What follows belongs to an exercise in optimizing a design on an open flow for small area; a production flow would make more cautious choices. Only simulation tests tie the RTL to the original design; equivalence was not proved. Power is estimated from default activity; no workload was simulated.

==> v6: inputs <==
## regfile_scoreboard
module regfile_scoreboard #(
  parameter int REG_LEN      = 32,
  parameter int REG_ADDR_LEN = 5,
  parameter int CNT_W        = 2
) (
  input  logic                    clk,
  input  logic                    rst,
  input  logic [REG_LEN-1:0]      wb_rd_data,
  input  logic [REG_ADDR_LEN-1:0] wb_rd_addr,
  input  logic                    wb_rd_enable,
  input  logic                    id_rs1_read,
  input  logic [REG_ADDR_LEN-1:0] id_rs1_addr,
  input  logic                    id_rs2_read,
  input  logic [REG_ADDR_LEN-1:0] id_rs2_addr,
  input  logic                    issue_valid,
  input  logic [REG_ADDR_LEN-1:0] issue_rd_addr,
  output logic [REG_LEN-1:0]      rs1_data,
  output logic [REG_LEN-1:0]      rs2_data,
  output logic                    stall_req
);
==> module regfile_scoreboard, before the edit <==
module regfile_scoreboard #(
  parameter int REG_LEN      = 32,
  parameter int REG_ADDR_LEN = 5,
  parameter int CNT_W        = 2
) (
  input  logic                    clk,
  input  logic                    rst,
  input  logic [REG_LEN-1:0]      wb_rd_data,
  input  logic [REG_ADDR_LEN-1:0] wb_rd_addr,
  input  logic                    wb_rd_enable,
  input  logic                    id_rs1_read,
  input  logic [REG_ADDR_LEN-1:0] id_rs1_addr,
  input  logic                    id_rs2_read,
  input  logic [REG_ADDR_LEN-1:0] id_rs2_addr,
  input  logic                    issue_valid,
  input  logic [REG_ADDR_LEN-1:0] issue_rd_addr,
  output logic [REG_LEN-1:0]      rs1_data,
  output logic [REG_LEN-1:0]      rs2_data,
  output logic                    stall_req
);
  localparam int NUM_REGS = 1 << REG_ADDR_LEN;
  logic [NUM_REGS-1:0][REG_LEN-1:0] w_regs;
  logic [NUM_REGS-1:0]              w_valid;
  logic [NUM_REGS-1:0][CNT_W-1:0]   w_cnt;
  logic [NUM_REGS-1:0] w_we;      
  logic [NUM_REGS-1:0] w_sel1;    
  logic [NUM_REGS-1:0] w_sel2;
  logic [NUM_REGS-1:0] w_busy;    
  logic [NUM_REGS-1:0] w_full;    
  logic [NUM_REGS-1:0] w_hit1, w_hit2, w_hiti;
  logic [NUM_REGS-1:0] w_inc;
  logic [NUM_REGS-1:0] w_dec;
  logic                w_byp1, w_byp2;
  logic                w_haz1, w_haz2, w_hazi;
  logic                w_stall;
  assign w_byp1 = wb_rd_enable && (wb_rd_addr == id_rs1_addr) && (id_rs1_addr != '0);
  assign w_byp2 = wb_rd_enable && (wb_rd_addr == id_rs2_addr) && (id_rs2_addr != '0);
  assign w_regs[0]  = wb_rd_data;
  assign w_valid[0] = 1'b0;
  assign w_cnt[0]   = '0;
  assign w_we[0]    = 1'b0;
  assign w_sel1[0]  = w_byp1;
  assign w_sel2[0]  = w_byp2;
  assign w_busy[0]  = 1'b0;
  assign w_full[0]  = 1'b0;
  assign w_hit1[0]  = 1'b0;
  assign w_hit2[0]  = 1'b0;
  assign w_hiti[0]  = 1'b0;
  assign w_inc[0]   = 1'b0;
  assign w_dec[0]   = 1'b0;
  genvar gi;
  generate
    for (gi = 1; gi < NUM_REGS; gi++) begin : g_reg
      logic             r_valid;
      logic [CNT_W-1:0] r_cnt;
      assign w_valid[gi] = r_valid;
      assign w_cnt[gi]   = r_cnt;
      assign w_we[gi]   = wb_rd_enable && (wb_rd_addr == REG_ADDR_LEN'(gi));
      assign w_hit1[gi] = (id_rs1_addr == REG_ADDR_LEN'(gi));
      assign w_hit2[gi] = (id_rs2_addr == REG_ADDR_LEN'(gi));
      assign w_hiti[gi] = (issue_rd_addr == REG_ADDR_LEN'(gi));
      assign w_sel1[gi] = w_hit1[gi] && r_valid && !w_byp1;
      assign w_sel2[gi] = w_hit2[gi] && r_valid && !w_byp2;
      assign w_busy[gi] = (r_cnt != '0) && !(w_we[gi] && (r_cnt == CNT_W'(1)));
      assign w_full[gi] = (r_cnt == '1) && !w_we[gi];
      assign w_dec[gi]  = w_we[gi] && (r_cnt != '0);
      assign w_inc[gi]  = issue_valid && !w_stall && w_hiti[gi];
      rf_word #(.W(REG_LEN)) u_word (
        .clk(clk), .we(w_we[gi]), .wen(!w_we[gi]), .wd(wb_rd_data), .q(w_regs[gi])
      );
      always_ff @(posedge clk or negedge rst) begin
        if (!rst) begin
          r_valid <= 1'b0;
          r_cnt   <= '0;
        end else begin
          if (w_we[gi])
            r_valid <= 1'b1;
          if (w_inc[gi] && !w_dec[gi])
            r_cnt <= r_cnt + 1'b1;
          else if (w_dec[gi] && !w_inc[gi])
            r_cnt <= r_cnt - 1'b1;
        end
      end
    end
    for (gi = 0; gi < REG_LEN; gi++) begin : g_bit
      logic [NUM_REGS-1:0] col;
      for (genvar r = 0; r < NUM_REGS; r++) begin : g_col
        assign col[r] = w_regs[r][gi];
      end
      rf_ao32 u_rd1 (.s(w_sel1), .d(col), .y(rs1_data[gi]));
      rf_ao32 u_rd2 (.s(w_sel2), .d(col), .y(rs2_data[gi]));
    end
  endgenerate
  rf_ao32 u_haz1 (.s(w_hit1), .d(w_busy), .y(w_haz1));
  rf_ao32 u_haz2 (.s(w_hit2), .d(w_busy), .y(w_haz2));
  rf_ao32 u_hazi (.s(w_hiti), .d(w_full), .y(w_hazi));
  assign w_stall   = (id_rs1_read && w_haz1) || (id_rs2_read && w_haz2) ||
                     (issue_valid && w_hazi);
  assign stall_req = w_stall;
endmodule
==> module rf_word, before the edit <==
module rf_word #(
  parameter int W = 32
) (
  input  logic         clk,
  input  logic         we,
  input  logic         wen,
  input  logic [W-1:0] wd,
  output logic [W-1:0] q
);
  always_ff @(posedge clk)
    q <= (wd & {W{we}}) | (q & {W{wen}});
endmodule
==> module rf_aoi22, before the edit <==
module rf_aoi22 (
  input  logic [1:0] a,
  input  logic [1:0] b,
  output logic       y
);
  assign y = ~|(a & b);
endmodule
==> module rf_nand3, before the edit <==
module rf_nand3 (
  input  logic [2:0] a,
  output logic       y
);
  assign y = ~&a;
endmodule
==> module rf_ao32, before the edit <==
module rf_ao32 (
  input  logic [31:0] s,
  input  logic [31:0] d,
  output logic        y
);
  logic [10:0] n;
  logic [2:0]  g;
  genvar k;
  generate
    for (k = 0; k < 10; k++) begin : g_aoi
      rf_aoi222 u_aoi (.a(s[3*k+2:3*k]), .b(d[3*k+2:3*k]), .y(n[k]));
    end
  endgenerate
  rf_aoi22 u_aoi_last (.a(s[31:30]), .b(d[31:30]), .y(n[10]));
  rf_nand4 u_n0 (.a(n[3:0]),  .y(g[0]));
  rf_nand4 u_n1 (.a(n[7:4]),  .y(g[1]));
  rf_nand3 u_n2 (.a(n[10:8]), .y(g[2]));
  rf_or3   u_o  (.a(g), .y(y));
endmodule
Settings: LEC_CHECK=0, CAP_MARGIN=20, CORE_MARGIN=2, CORE_UTILIZATION=55, SLEW_MARGIN=20, SYNTH_HIERARCHICAL=1, SYNTH_MINIMUM_KEEP_SIZE=0; clock period 8.0 ns.
run.sh (not shown) runs the stock make flow with config.mk's settings and CLKGATE_MAP_FILE= SYNTH_SCRIPT=/design/flow/synth_recipe.tcl, a recipe that flattens the netlist after the stock synthesis.
==> v35 (differences from v6) <==
--- a/flow/design.v
+++ b/flow/design.v
@@ -62,4 +62,24 @@
   rf_or3   u_o  (.a(g), .y(y));
 endmodule
+module rf_cnt (
+  input  logic clk,
+  input  logic rst,
+  input  logic we,
+  input  logic inc,
+  output logic busy,    
+  output logic full     
+);
+  logic [1:0] r_cnt;
+  logic       x;
+  assign x    = we ? (r_cnt[1] & ~r_cnt[0]) : r_cnt[0];
+  assign busy = r_cnt[1] | (r_cnt[0] & ~we);
+  assign full = r_cnt[1] & r_cnt[0] & ~we;
+  always_ff @(posedge clk or negedge rst) begin
+    if (!rst)
+      r_cnt <= 2'b00;
+    else
+      r_cnt <= {(r_cnt[1] & (~we | inc | r_cnt[0])) | (~we & inc & r_cnt[0]), inc ^ x};
+  end
+endmodule
 module regfile_scoreboard #(
   parameter int REG_LEN      = 32,
@@ -85,5 +105,4 @@
   logic [NUM_REGS-1:0][REG_LEN-1:0] w_regs;
   logic [NUM_REGS-1:0]              w_valid;
-  logic [NUM_REGS-1:0][CNT_W-1:0]   w_cnt;
   logic [NUM_REGS-1:0] w_we;      
   logic [NUM_REGS-1:0] w_sel1;    
@@ -93,5 +112,4 @@
   logic [NUM_REGS-1:0] w_hit1, w_hit2, w_hiti;
   logic [NUM_REGS-1:0] w_inc;
-  logic [NUM_REGS-1:0] w_dec;
   logic                w_byp1, w_byp2;
   logic                w_haz1, w_haz2, w_hazi;
@@ -101,5 +119,4 @@
   assign w_regs[0]  = wb_rd_data;
   assign w_valid[0] = 1'b0;
-  assign w_cnt[0]   = '0;
   assign w_we[0]    = 1'b0;
   assign w_sel1[0]  = w_byp1;
@@ -111,12 +128,9 @@
   assign w_hiti[0]  = 1'b0;
   assign w_inc[0]   = 1'b0;
-  assign w_dec[0]   = 1'b0;
   genvar gi;
   generate
     for (gi = 1; gi < NUM_REGS; gi++) begin : g_reg
-      logic             r_valid;
-      logic [CNT_W-1:0] r_cnt;
+      logic r_valid;
       assign w_valid[gi] = r_valid;
-      assign w_cnt[gi]   = r_cnt;
       assign w_we[gi]   = wb_rd_enable && (wb_rd_addr == REG_ADDR_LEN'(gi));
       assign w_hit1[gi] = (id_rs1_addr == REG_ADDR_LEN'(gi));
@@ -125,23 +139,17 @@
       assign w_sel1[gi] = w_hit1[gi] && r_valid && !w_byp1;
       assign w_sel2[gi] = w_hit2[gi] && r_valid && !w_byp2;
-      assign w_busy[gi] = (r_cnt != '0) && !(w_we[gi] && (r_cnt == CNT_W'(1)));
-      assign w_full[gi] = (r_cnt == '1) && !w_we[gi];
-      assign w_dec[gi]  = w_we[gi] && (r_cnt != '0);
       assign w_inc[gi]  = issue_valid && !w_stall && w_hiti[gi];
+      rf_cnt u_cnt (
+        .clk(clk), .rst(rst), .we(w_we[gi]), .inc(w_inc[gi]),
+        .busy(w_busy[gi]), .full(w_full[gi])
+      );
       rf_word #(.W(REG_LEN)) u_word (
         .clk(clk), .we(w_we[gi]), .wen(!w_we[gi]), .wd(wb_rd_data), .q(w_regs[gi])
       );
       always_ff @(posedge clk or negedge rst) begin
-        if (!rst) begin
+        if (!rst)
           r_valid <= 1'b0;
-          r_cnt   <= '0;
-        end else begin
-          if (w_we[gi])
-            r_valid <= 1'b1;
-          if (w_inc[gi] && !w_dec[gi])
-            r_cnt <= r_cnt + 1'b1;
-          else if (w_dec[gi] && !w_inc[gi])
-            r_cnt <= r_cnt - 1'b1;
-        end
+        else if (w_we[gi])
+          r_valid <= 1'b1;
       end
     end
==> flow/flow/run.sh (new file) <==
#!/bin/bash
# The standard ORFS layout (the standard.sh, unchanged synthesis), with two changes:
# - clock tree: larger sink clusters and no dummy loads, so fewer clock buffers;
# - port buffers: the smallest buffer, sky130_fd_sc_hd__buf_1, on every input and output.
# make's output goes to standard.log; ORFS keeps each step's log under orfs/logs/.
set -euo pipefail
export CTS_ARGS="-sink_clustering_enable -repair_clock_nets -dont_use_dummy_load -sink_clustering_size 25 -sink_clustering_max_diameter 100"
export BUFFER_PORTS_ARGS="-buffer_cell sky130_fd_sc_hd__buf_1"
bash standard.sh finish > standard.log 2>&1
==> flow/standard.sh (new file) <==
#!/bin/bash
# synth_recipe.tcl (not shown) runs the flow's synth.tcl, then flattens the netlist and writes it again
# the make line also repeats each setting of config.mk as NAME=value (left out here)
make -C /OpenROAD-flow-scripts/flow DESIGN_CONFIG=/design/flow/config.mk WORK_HOME=/design/flow/orfs CLKGATE_MAP_FILE= SYNTH_SCRIPT=/design/flow/synth_recipe.tcl "${@:-finish}"
removed: flow/run.sh
==> v20 (differences from v6) <==
--- a/flow/design.v
+++ b/flow/design.v
@@ -8,6 +8,20 @@
   output logic [W-1:0] q
 );
+  logic [W-1:0] d;
+  genvar k;
+  generate
+    for (k = 0; k < W; k++) begin : g_bit
+      rf_ao22 u_mux (.a({we, wen}), .b({wd[k], q[k]}), .y(d[k]));
+    end
+  endgenerate
   always_ff @(posedge clk)
-    q <= (wd & {W{we}}) | (q & {W{wen}});
+    q <= d;
+endmodule
+module rf_ao22 (
+  input  logic [1:0] a,
+  input  logic [1:0] b,
+  output logic       y
+);
+  assign y = |(a & b);
 endmodule
 module rf_aoi222 (
@@ -18,19 +32,12 @@
   assign y = ~|(a & b);
 endmodule
-module rf_aoi22 (
+module rf_nand2 (
   input  logic [1:0] a,
-  input  logic [1:0] b,
-  output logic       y
-);
-  assign y = ~|(a & b);
-endmodule
-module rf_nand4 (
-  input  logic [3:0] a,
   output logic       y
 );
   assign y = ~&a;
 endmodule
-module rf_nand3 (
-  input  logic [2:0] a,
+module rf_nand4 (
+  input  logic [3:0] a,
   output logic       y
 );
@@ -48,5 +55,5 @@
   output logic        y
 );
-  logic [10:0] n;
+  logic [11:0] n;
   logic [2:0]  g;
   genvar k;
@@ -56,9 +63,30 @@
     end
   endgenerate
-  rf_aoi22 u_aoi_last (.a(s[31:30]), .b(d[31:30]), .y(n[10]));
+  rf_nand2 u_t30 (.a({s[30], d[30]}), .y(n[10]));
+  rf_nand2 u_t31 (.a({s[31], d[31]}), .y(n[11]));
   rf_nand4 u_n0 (.a(n[3:0]),  .y(g[0]));
   rf_nand4 u_n1 (.a(n[7:4]),  .y(g[1]));
-  rf_nand3 u_n2 (.a(n[10:8]), .y(g[2]));
+  rf_nand4 u_n2 (.a(n[11:8]), .y(g[2]));
   rf_or3   u_o  (.a(g), .y(y));
+endmodule
+module rf_cnt (
+  input  logic clk,
+  input  logic rst,
+  input  logic we,
+  input  logic inc,
+  output logic busy,    
+  output logic full     
+);
+  logic [1:0] r_cnt;
+  logic       x;
+  assign x    = we ? (r_cnt[1] & ~r_cnt[0]) : r_cnt[0];
+  assign busy = r_cnt[1] | (r_cnt[0] & ~we);
+  assign full = r_cnt[1] & r_cnt[0] & ~we;
+  always_ff @(posedge clk or negedge rst) begin
+    if (!rst)
+      r_cnt <= 2'b00;
+    else
+      r_cnt <= {(r_cnt[1] & (~we | inc | r_cnt[0])) | (~we & inc & r_cnt[0]), inc ^ x};
+  end
 endmodule
 module regfile_scoreboard #(
@@ -85,5 +113,4 @@
   logic [NUM_REGS-1:0][REG_LEN-1:0] w_regs;
   logic [NUM_REGS-1:0]              w_valid;
-  logic [NUM_REGS-1:0][CNT_W-1:0]   w_cnt;
   logic [NUM_REGS-1:0] w_we;      
   logic [NUM_REGS-1:0] w_sel1;    
@@ -93,5 +120,4 @@
   logic [NUM_REGS-1:0] w_hit1, w_hit2, w_hiti;
   logic [NUM_REGS-1:0] w_inc;
-  logic [NUM_REGS-1:0] w_dec;
   logic                w_byp1, w_byp2;
   logic                w_haz1, w_haz2, w_hazi;
@@ -101,5 +127,4 @@
   assign w_regs[0]  = wb_rd_data;
   assign w_valid[0] = 1'b0;
-  assign w_cnt[0]   = '0;
   assign w_we[0]    = 1'b0;
   assign w_sel1[0]  = w_byp1;
@@ -111,12 +136,9 @@
   assign w_hiti[0]  = 1'b0;
   assign w_inc[0]   = 1'b0;
-  assign w_dec[0]   = 1'b0;
   genvar gi;
   generate
     for (gi = 1; gi < NUM_REGS; gi++) begin : g_reg
-      logic             r_valid;
-      logic [CNT_W-1:0] r_cnt;
+      logic r_valid;
       assign w_valid[gi] = r_valid;
-      assign w_cnt[gi]   = r_cnt;
       assign w_we[gi]   = wb_rd_enable && (wb_rd_addr == REG_ADDR_LEN'(gi));
       assign w_hit1[gi] = (id_rs1_addr == REG_ADDR_LEN'(gi));
@@ -125,23 +147,17 @@
       assign w_sel1[gi] = w_hit1[gi] && r_valid && !w_byp1;
       assign w_sel2[gi] = w_hit2[gi] && r_valid && !w_byp2;
-      assign w_busy[gi] = (r_cnt != '0) && !(w_we[gi] && (r_cnt == CNT_W'(1)));
-      assign w_full[gi] = (r_cnt == '1) && !w_we[gi];
-      assign w_dec[gi]  = w_we[gi] && (r_cnt != '0);
       assign w_inc[gi]  = issue_valid && !w_stall && w_hiti[gi];
+      rf_cnt u_cnt (
+        .clk(clk), .rst(rst), .we(w_we[gi]), .inc(w_inc[gi]),
+        .busy(w_busy[gi]), .full(w_full[gi])
+      );
       rf_word #(.W(REG_LEN)) u_word (
         .clk(clk), .we(w_we[gi]), .wen(!w_we[gi]), .wd(wb_rd_data), .q(w_regs[gi])
       );
       always_ff @(posedge clk or negedge rst) begin
-        if (!rst) begin
+        if (!rst)
           r_valid <= 1'b0;
-          r_cnt   <= '0;
-        end else begin
-          if (w_we[gi])
-            r_valid <= 1'b1;
-          if (w_inc[gi] && !w_dec[gi])
-            r_cnt <= r_cnt + 1'b1;
-          else if (w_dec[gi] && !w_inc[gi])
-            r_cnt <= r_cnt - 1'b1;
-        end
+        else if (w_we[gi])
+          r_valid <= 1'b1;
       end
     end
==> flow/flow/run.sh (new file) <==
#!/bin/bash
# The standard ORFS layout (the standard.sh, unchanged synthesis), with two changes:
# - clock tree: larger sink clusters and no dummy loads, so fewer clock buffers;
# - port buffers: the smallest buffer, sky130_fd_sc_hd__buf_1, on every input and output.
# make's output goes to standard.log; ORFS keeps each step's log under orfs/logs/.
set -euo pipefail
export CTS_ARGS="-sink_clustering_enable -repair_clock_nets -dont_use_dummy_load -sink_clustering_size 25 -sink_clustering_max_diameter 100"
export BUFFER_PORTS_ARGS="-buffer_cell sky130_fd_sc_hd__buf_1"
bash standard.sh finish > standard.log 2>&1
==> flow/standard.sh (new file) <==
#!/bin/bash
# synth_recipe.tcl (not shown) runs the flow's synth.tcl, then flattens the netlist and writes it again
# the make line also repeats each setting of config.mk as NAME=value (left out here)
make -C /OpenROAD-flow-scripts/flow DESIGN_CONFIG=/design/flow/config.mk WORK_HOME=/design/flow/orfs CLKGATE_MAP_FILE= SYNTH_SCRIPT=/design/flow/synth_recipe.tcl "${@:-finish}"
Settings changed: CORE_UTILIZATION 55 to 65.
removed: flow/run.sh
==> comparison table <==
| quantity | v6 | v20 | v35 |
|---|---|---|---|
| Status | timing/DRC/antenna clean | timing/DRC/antenna clean | timing/DRC/antenna clean |
| Depth of the worst register-to-register path | 12 | 10 | 10 |
| Grt met1 use | 57.62% | 65.66% | 57.07% |
| Core outline area | 86480 um^2 | 67280 um^2 | 83820 um^2 |
| Proportion of power drawn by combinational gates | 15.9% | 17.6% | 17.4% |
| Area used by multi-input combinational logic | 23410 um^2 | 21910 um^2 | 22260 um^2 |
| Top layer used by detailed routing | met4 | met5 | met4 |
| Starting utilization of the core area | 55.29% | 65.71% | 55.63% |
| Worst reg2reg path startpoint | g_reg[21].r_cnt[0]$_DFFE_PN0P_ | g_reg[21].u_cnt.r_cnt[0]$_DFF_PN0_ | g_reg[3].u_cnt.r_cnt[1]$_DFF_PN0_ |
| Global Route met2 Usage | 60.73% | 71.29% | 63.87% |
| DRT Pass-1 Iters | 12 | 15 | 14 |
| Total die area | 89310 um^2 | 70110 um^2 | 87130 um^2 |
| Share of post-route cells with drive strength above 1 | 13.72% | 9.084% | 12.46% |
| Fmax | 130.6 MHz | 137.7 MHz | 140.9 MHz |
| Clock-pin transition on the worst setup and hold timing paths | 0.06 ns | 0.06 ns | 0.07 ns |
| Largest cell class by area | multi-input gates | registers | multi-input gates |
| Global routing met3 resource utilization | 12.41% | 22.04% | 12.13% |
| Vertical die dimension | 298.9 um | 264.8 um | 295.2 um |
| Overall power | 0.01589 W | 0.01261 W | 0.01266 W |

## port drivers added, routing unchanged
No port has a modelled driver above. Below, the same layouts with a new extraction and two added sets of constraints.
Step 1 (the two cells are an assumption about what drives the block):
set clk [get_ports {clk}]
set_driving_cell -lib_cell sky130_fd_sc_hd__clkbuf_16 $clk
set_driving_cell -lib_cell sky130_fd_sc_hd__buf_2 [delete_from_list [all_inputs] $clk]
Step 2 adds t to the input delays and takes it off the output delays; t is the mean of the earliest and latest rising clock arrival at the registers after step 1. Input paths then give back, and output paths get back, about the clock's delay inside the block.
Three values: no drivers, after step 1, after step 2; two values: the first two.
run	shift t [ns]	setup WS [ns]	worst setup path after step 2
v6	0.778	0.345 / 0.324 / 0.324	input to output
v35	0.706	0.903 / 0.871 / 0.871	input to output
v20	0.730	0.736 / 0.708 / 0.708	input to output
After both steps setup and hold are still met in every run listed. The setup slack of v35, which loses most, moves by -0.032 ns with the drivers and by -0.032 ns with both steps.
